This is an optimization exercise on Yosys and OpenROAD, whose aim is small area, a short achievable clock period and few clock cycles, not a production implementation. The RTL was checked by simulation tests, not by an equivalence proof against the original design.

## rev 12
## radix_number_string_parser_unit
module radix_number_string_parser_unit #(
  parameter int VALUE_BITS    = 48,
  parameter int FRACTION_BITS = 16
) (
  input  logic                  clk_i,
  input  logic                  rst_ni,
  input  logic                  cfg_we_i,
  input  logic [5:0]            cfg_data_i,
  input  logic                  in_valid_i,
  output logic                  in_ready_o,
  input  logic [7:0]            char_code_i,
  input  logic                  is_last_i,
  output logic                  out_valid_o,
  input  logic                  out_ready_i,
  output logic [2:0]            status_o,
  output logic signed [VALUE_BITS-1:0] value_o
);
==> flow/config.mk <==
export PLATFORM = sky130hd
export DESIGN_NAME = radix_number_string_parser_unit
export DESIGN_NICKNAME = radix_number_string_parser_unit
export VERILOG_FILES = /design/flow/design.v
export SDC_FILE = /design/flow/constraint.sdc
export NUM_CORES = 4
export LEC_CHECK = 0
export ABC_CLOCK_PERIOD_IN_PS = 5000
export CAP_MARGIN = 20
export CORE_MARGIN = 2
export CORE_UTILIZATION = 40
export SETUP_SLACK_MARGIN = 4
export SLEW_MARGIN = 20
==> flow/constraint.sdc <==
create_clock -name core_clock -period 10.0 [get_ports {clk_i}]
set_input_delay 2.0000 -clock core_clock [delete_from_list [all_inputs] [get_ports {clk_i}]]
set_output_delay 2.0000 -clock core_clock [all_outputs]
set_load 0.01 [all_outputs]
run.sh (not shown) runs the stock make flow with config.mk's settings and CLKGATE_MAP_FILE= SYNTH_SCRIPT=/design/flow/synth_recipe.tcl, a recipe that flattens the netlist after the stock synthesis.
Testbench counts of rev 12, summed over its fixed seeds: cycles 5,664.
--- input diff rev 12..rev 13 ---
--- a/flow/design.v
+++ b/flow/design.v
@@ -98,50 +98,65 @@
     end else if (r > 6'd36) begin
       e = 6'd36;
     end
     eff_radix = e;
   endfunction
   function automatic logic [9:0] div4(input logic [5:0] rem_in,
                                       input logic [3:0] bits,
-                                      input logic [5:0] r);
-    logic [6:0] t;
-    logic [7:0] sd;
+                                      input logic [5:0] r,
+                                      input logic [6:0] r2,
+                                      input logic [6:0] r3);
+    logic [7:0] t;
+    logic [8:0] s1, s2, s3;
     logic [5:0] rm;
     logic [3:0] q;
     rm = rem_in;
     q  = '0;
-    for (int i = 3; i >= 0; i--) begin
-      t    = {rm, bits[i]};
-      sd   = {1'b0, t} - {2'd0, r};
-      q[i] = !sd[7];
-      if (!sd[7]) begin
-        t = sd[6:0];
+    for (int i = 1; i >= 0; i--) begin
+      t  = {rm, bits[2*i+1], bits[2*i]};
+      s1 = {1'b0, t} - {3'd0, r};
+      s2 = {1'b0, t} - {2'd0, r2};
+      s3 = {1'b0, t} - {2'd0, r3};
+      if (!s3[8]) begin
+        q[2*i +: 2] = 2'd3;
+        rm = s3[5:0];
+      end else if (!s2[8]) begin
+        q[2*i +: 2] = 2'd2;
+        rm = s2[5:0];
+      end else if (!s1[8]) begin
+        q[2*i +: 2] = 2'd1;
+        rm = s1[5:0];
+      end else begin
+        q[2*i +: 2] = 2'd0;
+        rm = t[5:0];
       end
-      rm = t[5:0];
     end
     div4 = {rm, q};
   endfunction
   logic [5:0]  r_q;
+  logic [6:0]  r3_q;
   logic [5:0]  rm9_q;
   logic [5:0]  nsat_q;
   logic [5:0]  c_q;
   logic        p2_q;
   logic [5:0]  cfg_eff;
   logic [12:0] cfg_info;
   assign cfg_eff  = eff_radix(cfg_data_i);
   assign cfg_info = radix_info(cfg_eff);
   always_ff @(posedge clk_i or negedge rst_ni) begin
     if (!rst_ni) begin
       r_q    <= 6'd10;
+      r3_q   <= 7'd30;
       rm9_q  <= 6'd1;
       nsat_q <= 6'd15;
       c_q    <= 6'd2;
       p2_q   <= 1'b0;
     end else if (cfg_we_i) begin
       r_q    <= cfg_eff;
+      r3_q   <= {cfg_eff, 1'b0} + {1'b0, cfg_eff};
       rm9_q  <= (cfg_eff > 6'd9) ? cfg_eff - 6'd9 : 6'd0;
       nsat_q <= cfg_info[5:0];
       c_q    <= cfg_info[11:6];
       p2_q   <= cfg_info[12];
     end
   end
   localparam int EW = 12;
@@ -316,18 +331,18 @@
   logic [3:0]  yb1_q, yb2_q, yb3_q, yb4_q;
   logic [5:0]  yr1_q, yr2_q, yr3_q;
   logic        y2_v_q, y3_v_q, y4_v_q;
   logic        y_first_q, y2_first_q, y3_first_q, y4_first_q;
   logic [15:0] yf_q;
   logic [2:0]  cap_q;
   assign y1_fire = adv && h_dig && !pt_c;
-  assign y1_out  = div4(h_dv, y_first_q ? 4'd0 : yb1_q, r_q);
-  assign y2_out  = div4(yr1_q, y2_first_q ? 4'd0 : yb2_q, r_q);
-  assign y3_out  = div4(yr2_q, y3_first_q ? 4'd0 : yb3_q, r_q);
-  assign y4_out  = div4(yr3_q, y4_first_q ? 4'd0 : yb4_q, r_q);
+  assign y1_out  = div4(h_dv, y_first_q ? 4'd0 : yb1_q, r_q, {r_q, 1'b0}, r3_q);
+  assign y2_out  = div4(yr1_q, y2_first_q ? 4'd0 : yb2_q, r_q, {r_q, 1'b0}, r3_q);
+  assign y3_out  = div4(yr2_q, y3_first_q ? 4'd0 : yb3_q, r_q, {r_q, 1'b0}, r3_q);
+  assign y4_out  = div4(yr3_q, y4_first_q ? 4'd0 : yb4_q, r_q, {r_q, 1'b0}, r3_q);
   always_ff @(posedge clk_i) begin
     if (y1_fire) begin
       yb1_q <= y1_out[3:0];
       yr1_q <= y1_out[9:4];
     end
     if (y2_v_q) begin
       yb2_q <= y2_out[3:0];
==> notes.md <==
Rev 13 — worst setup slack 1390 ps higher, rev 12 as reference
Share of final-layout standard cells stronger than drive strength 1: rev 13 lower than rev 12
Taking rev 12 as the reference point, the count of cells resized by post-cts repair of rev 13 falls by 42.
Looking at normalized max-slew margin across rev 13 and rev 12, the one that comes out lower is rev 13.
Rev 13: post-route met1 wirelength higher than rev 12
Rev 13: total setup buffers inserted after CTS is 72 lower than what rev 12 reported.
On via count of the first global-routing pass: rev 13 sits above rev 12.
Fmax for rev 13 is higher than for rev 12.
Lower first-iteration DRC count among rev 13 and rev 12: rev 12
Looking at cell area after synthesis, rev 13 sits above rev 12.
Final cycle utilization of the critical path down 14 points in rev 13 wrt rev 12
Testbench counts of rev 13, summed over its fixed seeds: cycles 5,664.

## re-timing with driven ports
The flow's constraints put no driver on any port. The routed layouts listed below were extracted and timed again, unchanged, in two steps. Step 1, drivers: a clkbuf_16 drives clk_i and a buf_2 each remaining input, both assumed. Step 2 moves the port delays by t, midway between the first and last clock arrival at a register: inputs arrive t later, outputs are due t later. That takes back most of the time a late clock gives input paths. Three values: ideal, step 1, step 2; two values: the first two.
| run | t, ns | slack for setup (ns) | slew at the worst register clock pin (ns) | worst data-port slew with drivers (ns) |
|---|---|---|---|---|
| rev 12 | 0.665 | 2.792 / 2.792 / 2.792 | 0.07 / 0.07 | 0.03 |
| rev 13 | 0.630 | 4.177 / 4.177 / 3.634 | 0.07 / 0.07 | 0.10 |
After both steps every run listed still meets setup and hold. For rev 13, which loses most, drivers alone change the setup slack by 0.000 ns; drivers and shift together by -0.543 ns.
